Context: an optimization exercise on an open-source flow, tuned for small area, a short achievable clock period and few clock cycles per item. The choices shown serve that exercise and are no tape-out recipe.
At most, simulation tests tie the RTL to the original design; equivalence was not proved.
Power and IR drop assume default switching activity.

== v6 ==
Design clear_ram_top, start of the top module:
module clear_ram_top (
    input  logic       CLK,
    input  logic       RST_N,
    input  logic       EN,
    input  logic       WE,
    input  logic [7:0] ADDR,
    input  logic [9:0] Din,
    input  logic       CLR,
    output logic [9:0] Dout,
    output logic       DVALID,
    output logic       ERR,
    output logic       BUSY,
    output logic       DBG_STATE
);
For scale: roughly 3,700 cells after synthesis, ~2,000 flip-flops, roughly 79,000 µm² of cells after synthesis.
==> module clear_ram, before the edit <==
module clear_ram #(
    parameter int                    ADDR_WIDTH    = 8,
    parameter int                    DATA_WIDTH    = 10,
    parameter int                    MEM_SIZE      = 256,
    parameter logic [DATA_WIDTH-1:0] CLR_VALUE     = '0,
    parameter bit                    INIT_ON_RESET = 1'b1
) (
    input  logic                  CLK,
    input  logic                  RST_N,
    input  logic                  EN,
    input  logic                  WE,
    input  logic [ADDR_WIDTH-1:0] ADDR,
    input  logic [DATA_WIDTH-1:0] Din,
    input  logic                  CLR,
    output logic [DATA_WIDTH-1:0] Dout,
    output logic                  DVALID,
    output logic                  ERR,
    output logic                  BUSY,
    output logic                  DBG_STATE
);
    logic [DATA_WIDTH-1:0] mem [0:MEM_SIZE-1];
    logic                  busy_q;
    logic                  clr_q;
    logic                  idle;
    logic                  clr_all;
    logic                  addr_ok;
    logic                  wr_fire;
    logic                  rd_fire;
    logic                  err_fire;
    logic [DATA_WIDTH-1:0] wdata;
    localparam int NLEAF = 1 << ADDR_WIDTH;
    function automatic int node_depth(input int n);
        int d;
        d = 0;
        for (int k = 1; k < 31; k++) if ((n >> k) != 0) d = k;
        node_depth = d;
    endfunction
    logic [2*NLEAF-1:1][DATA_WIDTH-1:0] node;
    always_ff @(posedge CLK or negedge RST_N) begin
        if (!RST_N) begin
            busy_q <= INIT_ON_RESET;
            clr_q  <= INIT_ON_RESET;
        end else begin
            busy_q <= !busy_q && CLR;
            clr_q  <= !clr_q && CLR;
        end
    end
    assign BUSY      = busy_q;
    assign DBG_STATE = busy_q;
    assign addr_ok  = (ADDR < ADDR_WIDTH'(MEM_SIZE));
    assign idle     = !busy_q && !CLR;
    assign clr_all  = clr_q;
    assign wr_fire  = idle && EN && WE;
    assign rd_fire  = idle && EN && !WE;
    assign err_fire = idle && EN && !addr_ok;
    assign wdata    = clr_all ? CLR_VALUE : Din;
    always_ff @(posedge CLK) begin
        for (int i = 0; i < MEM_SIZE; i++) begin
            if (clr_all || (wr_fire && ADDR == ADDR_WIDTH'(i))) mem[i] <= wdata;
        end
    end
    for (genvar a = 0; a < NLEAF; a++) begin : g_leaf
        if (a < MEM_SIZE) begin : g_word
            assign node[NLEAF + a] = mem[a];
        end else begin : g_none
            assign node[NLEAF + a] = '0;
        end
    end
    for (genvar n = 1; n < NLEAF; n++) begin : g_node
        assign node[n] = ADDR[ADDR_WIDTH - 1 - node_depth(n)] ? node[2*n + 1] : node[2*n];
    end
    always_ff @(posedge CLK or negedge RST_N) begin
        if (!RST_N) begin
            Dout   <= '0;
            DVALID <= 1'b0;
            ERR    <= 1'b0;
        end else begin
            DVALID <= rd_fire;
            ERR    <= err_fire;
            if (rd_fire) Dout <= node[1];
        end
    end
endmodule
Settings: LEC_CHECK=0, CAP_MARGIN=20, CORE_MARGIN=2, CORE_UTILIZATION=55, CTS_CLUSTER_DIAMETER=70, CTS_CLUSTER_SIZE=20, PLACE_DENSITY=0.7, SETUP_SLACK_MARGIN=2.4, SLEW_MARGIN=20, TNS_END_PERCENT=10; clock period 4.5 ns.
run.sh (not shown) runs the stock make flow with config.mk's settings and CLKGATE_MAP_FILE= SYNTH_SCRIPT=/design/flow/synth_recipe.tcl, a recipe that flattens the netlist after the stock synthesis.
v6 reached the final stage; the timing, DRC and antenna checks on its layout passed.
Testbench counts of v6, summed over its fixed seeds: cycles 27,169, accesses 26,977.
#### Input delta (v7 over v6)
--- a/flow/design.v
+++ b/flow/design.v
@@ -21,4 +21,5 @@
     logic [DATA_WIDTH-1:0] mem [0:MEM_SIZE-1];
     logic                  busy_q;
+    logic                  idle_q;
     logic                  clr_q;
     logic                  idle;
@@ -39,11 +40,12 @@
     always_ff @(posedge CLK or negedge RST_N) begin
         if (!RST_N) begin
-            busy_q <= INIT_ON_RESET;
+            idle_q <= !INIT_ON_RESET;
             clr_q  <= INIT_ON_RESET;
         end else begin
-            busy_q <= !busy_q && CLR;
+            idle_q <= !idle_q || !CLR;
             clr_q  <= !clr_q && CLR;
         end
     end
+    assign busy_q    = !idle_q;
     assign BUSY      = busy_q;
     assign DBG_STATE = busy_q;
Findings:
Number of cells produced by synthesis: v7 < v6. End point of the critical path = u_ram.Dout[6]: v7; end point of the critical path = u_ram.Dout[1]: v6. Power: v7 draws less than v6. Summary: with v6 as the reference, routed length on met3 in v7 moved down by a little under 10%. Global routing met1 resource utilization delta for v7 relative to v6: 2.1 points lower. v7 against v6: estimated wirelength of the detail-placed design saw a decrease, antenna diode count grew by 1, floorplan core area ~0 delta, post-detailed-route via-to-cell ratio did not really move, cell area fell 3300 µm². v7 vs v6 — final cell count without fillers dropped 5.0%. In v7 the part of the power in combinational logic turned out 1.1 points lower than in v6. As far as horizontal die dimension is concerned, v6 and v7 perform about the same.
No functional check of the RTL was part of v7.

========
clear_ram_top, a different RTL version from the one above (not shown whole).
For scale: ~3600 cells after synthesis, about 2000 flip-flops, about 78000 um2 of cells after synthesis.
==> module clear_ram, before the edit <==
module clear_ram #(
    parameter int                    ADDR_WIDTH    = 8,
    parameter int                    DATA_WIDTH    = 10,
    parameter int                    MEM_SIZE      = 256,
    parameter logic [DATA_WIDTH-1:0] CLR_VALUE     = '0,
    parameter bit                    INIT_ON_RESET = 1'b1
) (
    input  logic                  CLK,
    input  logic                  RST_N,
    input  logic                  EN,
    input  logic                  WE,
    input  logic [ADDR_WIDTH-1:0] ADDR,
    input  logic [DATA_WIDTH-1:0] Din,
    input  logic                  CLR,
    output logic [DATA_WIDTH-1:0] Dout,
    output logic                  DVALID,
    output logic                  ERR,
    output logic                  BUSY,
    output logic                  DBG_STATE
);
    logic [DATA_WIDTH-1:0] mem [0:MEM_SIZE-1];
    logic                  busy_q;
    logic                  idle;
    logic                  clr_all;
    logic                  addr_ok;
    logic                  wr_fire;
    logic                  rd_fire;
    logic                  err_fire;
    logic [DATA_WIDTH-1:0] wdata;
    localparam int NLEAF = 1 << ADDR_WIDTH;
    logic [2*NLEAF-1:1][DATA_WIDTH-1:0] node;
    always_ff @(posedge CLK or negedge RST_N) begin
        if (!RST_N) busy_q <= INIT_ON_RESET;
        else        busy_q <= 1'b0;
    end
    assign BUSY      = busy_q;
    assign DBG_STATE = busy_q;
    assign addr_ok  = (ADDR < ADDR_WIDTH'(MEM_SIZE));
    assign idle     = !busy_q && !CLR;
    assign clr_all  = busy_q || CLR;
    assign wr_fire  = idle && EN && WE;
    assign rd_fire  = idle && EN && !WE;
    assign err_fire = idle && EN && !addr_ok;
    assign wdata    = clr_all ? CLR_VALUE : Din;
    always_ff @(posedge CLK) begin
        for (int i = 0; i < MEM_SIZE; i++) begin
            if (clr_all || (wr_fire && ADDR == ADDR_WIDTH'(i))) mem[i] <= wdata;
        end
    end
    for (genvar a = 0; a < NLEAF; a++) begin : g_leaf
        if (a < MEM_SIZE) begin : g_word
            assign node[NLEAF + a] = mem[a];
        end else begin : g_none
            assign node[NLEAF + a] = '0;
        end
    end
    for (genvar n = 1; n < NLEAF; n++) begin : g_node
        assign node[n] = ADDR[ADDR_WIDTH - $clog2(n + 1)] ? node[2*n + 1] : node[2*n];
    end
    always_ff @(posedge CLK or negedge RST_N) begin
        if (!RST_N) begin
            Dout   <= '0;
            DVALID <= 1'b0;
            ERR    <= 1'b0;
        end else begin
            DVALID <= rd_fire;
            ERR    <= err_fire;
            if (rd_fire) Dout <= node[1];
        end
    end
endmodule
export LEC_CHECK = 0
export CAP_MARGIN = 20
export CORE_MARGIN = 2
export CORE_UTILIZATION = 40
export SETUP_SLACK_MARGIN = 2.0
export SLEW_MARGIN = 20
export TNS_END_PERCENT = 20
create_clock -name core_clock -period 4.5 [get_ports {CLK}]
Next try:
--- a/flow/design.v
+++ b/flow/design.v
@@ -26,10 +26,16 @@
     logic                  wr_fire;
     logic                  rd_fire;
     logic                  err_fire;
     logic [DATA_WIDTH-1:0] wdata;
     localparam int NLEAF = 1 << ADDR_WIDTH;
+    function automatic int node_depth(input int n);
+        int d;
+        d = 0;
+        for (int k = 1; k < 31; k++) if ((n >> k) != 0) d = k;
+        node_depth = d;
+    endfunction
     logic [2*NLEAF-1:1][DATA_WIDTH-1:0] node;
     always_ff @(posedge CLK or negedge RST_N) begin
         if (!RST_N) busy_q <= INIT_ON_RESET;
         else        busy_q <= 1'b0;
     end
@@ -53,11 +59,11 @@
         end else begin : g_none
             assign node[NLEAF + a] = '0;
         end
     end
     for (genvar n = 1; n < NLEAF; n++) begin : g_node
-        assign node[n] = ADDR[ADDR_WIDTH - $clog2(n + 1)] ? node[2*n + 1] : node[2*n];
+        assign node[n] = ADDR[ADDR_WIDTH - 1 - node_depth(n)] ? node[2*n + 1] : node[2*n];
     end
     always_ff @(posedge CLK or negedge RST_N) begin
         if (!RST_N) begin
             Dout   <= '0;
             DVALID <= 1'b0;
The new run finished with timing, DRC and antenna clean; clock power barely changes; final area does not change; critical path depth does not change; worst setup slack is unchanged; die area does not change; global-route usage does not change; utilization does not change.
Testbench counts after the change, summed over its fixed seeds: cycles 27,073, accesses 26,977.
The RTL of the first run of this note was laid out without a check of its function.

========
The RTL this note starts from:
==> flow/design.v <==
module clear_ram #(
    parameter int                    ADDR_WIDTH    = 8,
    parameter int                    DATA_WIDTH    = 10,
    parameter int                    MEM_SIZE      = 256,
    parameter logic [DATA_WIDTH-1:0] CLR_VALUE     = '0,
    parameter bit                    INIT_ON_RESET = 1'b1
) (
    input  logic                  CLK,
    input  logic                  RST_N,
    input  logic                  EN,
    input  logic                  WE,
    input  logic [ADDR_WIDTH-1:0] ADDR,
    input  logic [DATA_WIDTH-1:0] Din,
    input  logic                  CLR,
    output logic [DATA_WIDTH-1:0] Dout,
    output logic                  DVALID,
    output logic                  ERR,
    output logic                  BUSY,
    output logic                  DBG_STATE
);
    logic [DATA_WIDTH-1:0] mem [0:MEM_SIZE-1];
    logic                  busy_q;
    logic                  clr_q;
    logic                  idle;
    logic                  clr_all;
    logic                  addr_ok;
    logic                  wr_fire;
    logic                  rd_fire;
    logic                  err_fire;
    logic [DATA_WIDTH-1:0] wdata;
    localparam int NLEAF = 1 << ADDR_WIDTH;
    function automatic int node_depth(input int n);
        int d;
        d = 0;
        for (int k = 1; k < 31; k++) if ((n >> k) != 0) d = k;
        node_depth = d;
    endfunction
    logic [2*NLEAF-1:1][DATA_WIDTH-1:0] node;
    always_ff @(posedge CLK or negedge RST_N) begin
        if (!RST_N) begin
            busy_q <= INIT_ON_RESET;
            clr_q  <= INIT_ON_RESET;
        end else begin
            busy_q <= !busy_q && CLR;
            clr_q  <= !clr_q && CLR;
        end
    end
    assign BUSY      = busy_q;
    assign DBG_STATE = busy_q;
    assign addr_ok  = (ADDR < ADDR_WIDTH'(MEM_SIZE));
    assign idle     = !busy_q && !CLR;
    assign clr_all  = clr_q;
    assign wr_fire  = idle && EN && WE;
    assign rd_fire  = idle && EN && !WE;
    assign err_fire = idle && EN && !addr_ok;
    assign wdata    = clr_all ? CLR_VALUE : Din;
    always_ff @(posedge CLK) begin
        for (int i = 0; i < MEM_SIZE; i++) begin
            if (clr_all || (wr_fire && ADDR == ADDR_WIDTH'(i))) mem[i] <= wdata;
        end
    end
    for (genvar a = 0; a < NLEAF; a++) begin : g_leaf
        if (a < MEM_SIZE) begin : g_word
            assign node[NLEAF + a] = mem[a];
        end else begin : g_none
            assign node[NLEAF + a] = '0;
        end
    end
    for (genvar n = 1; n < NLEAF; n++) begin : g_node
        assign node[n] = ADDR[ADDR_WIDTH - 1 - node_depth(n)] ? node[2*n + 1] : node[2*n];
    end
    always_ff @(posedge CLK or negedge RST_N) begin
        if (!RST_N) begin
            Dout   <= '0;
            DVALID <= 1'b0;
            ERR    <= 1'b0;
        end else begin
            DVALID <= rd_fire;
            ERR    <= err_fire;
            if (rd_fire) Dout <= node[1];
        end
    end
endmodule
module clear_ram_top (
    input  logic       CLK,
    input  logic       RST_N,
    input  logic       EN,
    input  logic       WE,
    input  logic [7:0] ADDR,
    input  logic [9:0] Din,
    input  logic       CLR,
    output logic [9:0] Dout,
    output logic       DVALID,
    output logic       ERR,
    output logic       BUSY,
    output logic       DBG_STATE
);
    clear_ram #(
        .ADDR_WIDTH   (8),
        .DATA_WIDTH   (10),
        .MEM_SIZE     (200),
        .CLR_VALUE    (10'h000),
        .INIT_ON_RESET(1'b1)
    ) u_ram (
        .CLK      (CLK),
        .RST_N    (RST_N),
        .EN       (EN),
        .WE       (WE),
        .ADDR     (ADDR),
        .Din      (Din),
        .CLR      (CLR),
        .Dout     (Dout),
        .DVALID   (DVALID),
        .ERR      (ERR),
        .BUSY     (BUSY),
        .DBG_STATE(DBG_STATE)
    );
endmodule
clock: 4.5 ns
lec_check: 0
cap_margin: 20
core_margin: 2
core_utilization: 55
cts_cluster_diameter: 90
cts_cluster_size: 25
place_density: 0.7
setup_slack_margin: 2.3
slew_margin: 20
tns_end_percent: 20
Testbench counts at the start, summed over its fixed seeds: cycles 27,169, accesses 26,977.
==> next run, changes <==
--- a/flow/design.v
+++ b/flow/design.v
@@ -21,4 +21,5 @@
     logic [DATA_WIDTH-1:0] mem [0:MEM_SIZE-1];
     logic                  busy_q;
+    logic                  idle_q;
     logic                  clr_q;
     logic                  idle;
@@ -39,11 +40,12 @@
     always_ff @(posedge CLK or negedge RST_N) begin
         if (!RST_N) begin
-            busy_q <= INIT_ON_RESET;
+            idle_q <= !INIT_ON_RESET;
             clr_q  <= INIT_ON_RESET;
         end else begin
-            busy_q <= !busy_q && CLR;
+            idle_q <= !idle_q || !CLR;
             clr_q  <= !clr_q && CLR;
         end
     end
+    assign busy_q    = !idle_q;
     assign BUSY      = busy_q;
     assign DBG_STATE = busy_q;
Outcome: Worst setup slack got worse by 110 ps; power goes down by about 1.5%; design area shrinks by 3.6%; core utilization falls by 2.2 points; area after synthesis barely changes; critical path depth came out higher by 2; non-clock buffer count shrinks by 249.
Only the layout flow was run in the second run of this note; the RTL was not checked for function there.

==> what the ideal ports hide <==
No port has a modelled driver above. Below, the same layouts with a new extraction and two added sets of constraints. Step 1, drivers: a clkbuf_16 drives CLK and a buf_2 each remaining input, both assumed. Step 2 times the ports against the registers' clock, not the clock port: input delays grow and output delays shrink by t, the midpoint of the rising clock arrivals with the driver on. Three values: no drivers, after step 1, after step 2; two values: the first two.
run	t (ns)	slack for setup (ns)	worst hold slack (ns)	worst slew at a driven data input, ns	pins driven straight from the clock port
v6	0.840	1.997 / 1.708 / 0.868	0.561 / 0.495 / 0.646	0.42	1
v7	0.843	1.844 / 1.559 / 0.716	0.460 / 0.404 / 0.505	0.41	1
the first run of note 2	0.913	1.891 / 1.800 / 0.887	0.533 / 0.487 / 0.661	0.27	1
the second run of note 2	0.913	1.891 / 1.800 / 0.887	0.533 / 0.487 / 0.661	0.27	1
the first run of note 3	0.834	1.987 / 1.829 / 0.995	0.531 / 0.461 / 0.541	0.29	1
the second run of note 3	0.823	1.875 / 1.583 / 0.760	0.507 / 0.453 / 0.662	0.43	1
After both steps every run listed still meets setup and hold. The setup slack of v6, which loses most, moves by -0.289 ns with the drivers and by -1.129 ns with both steps.
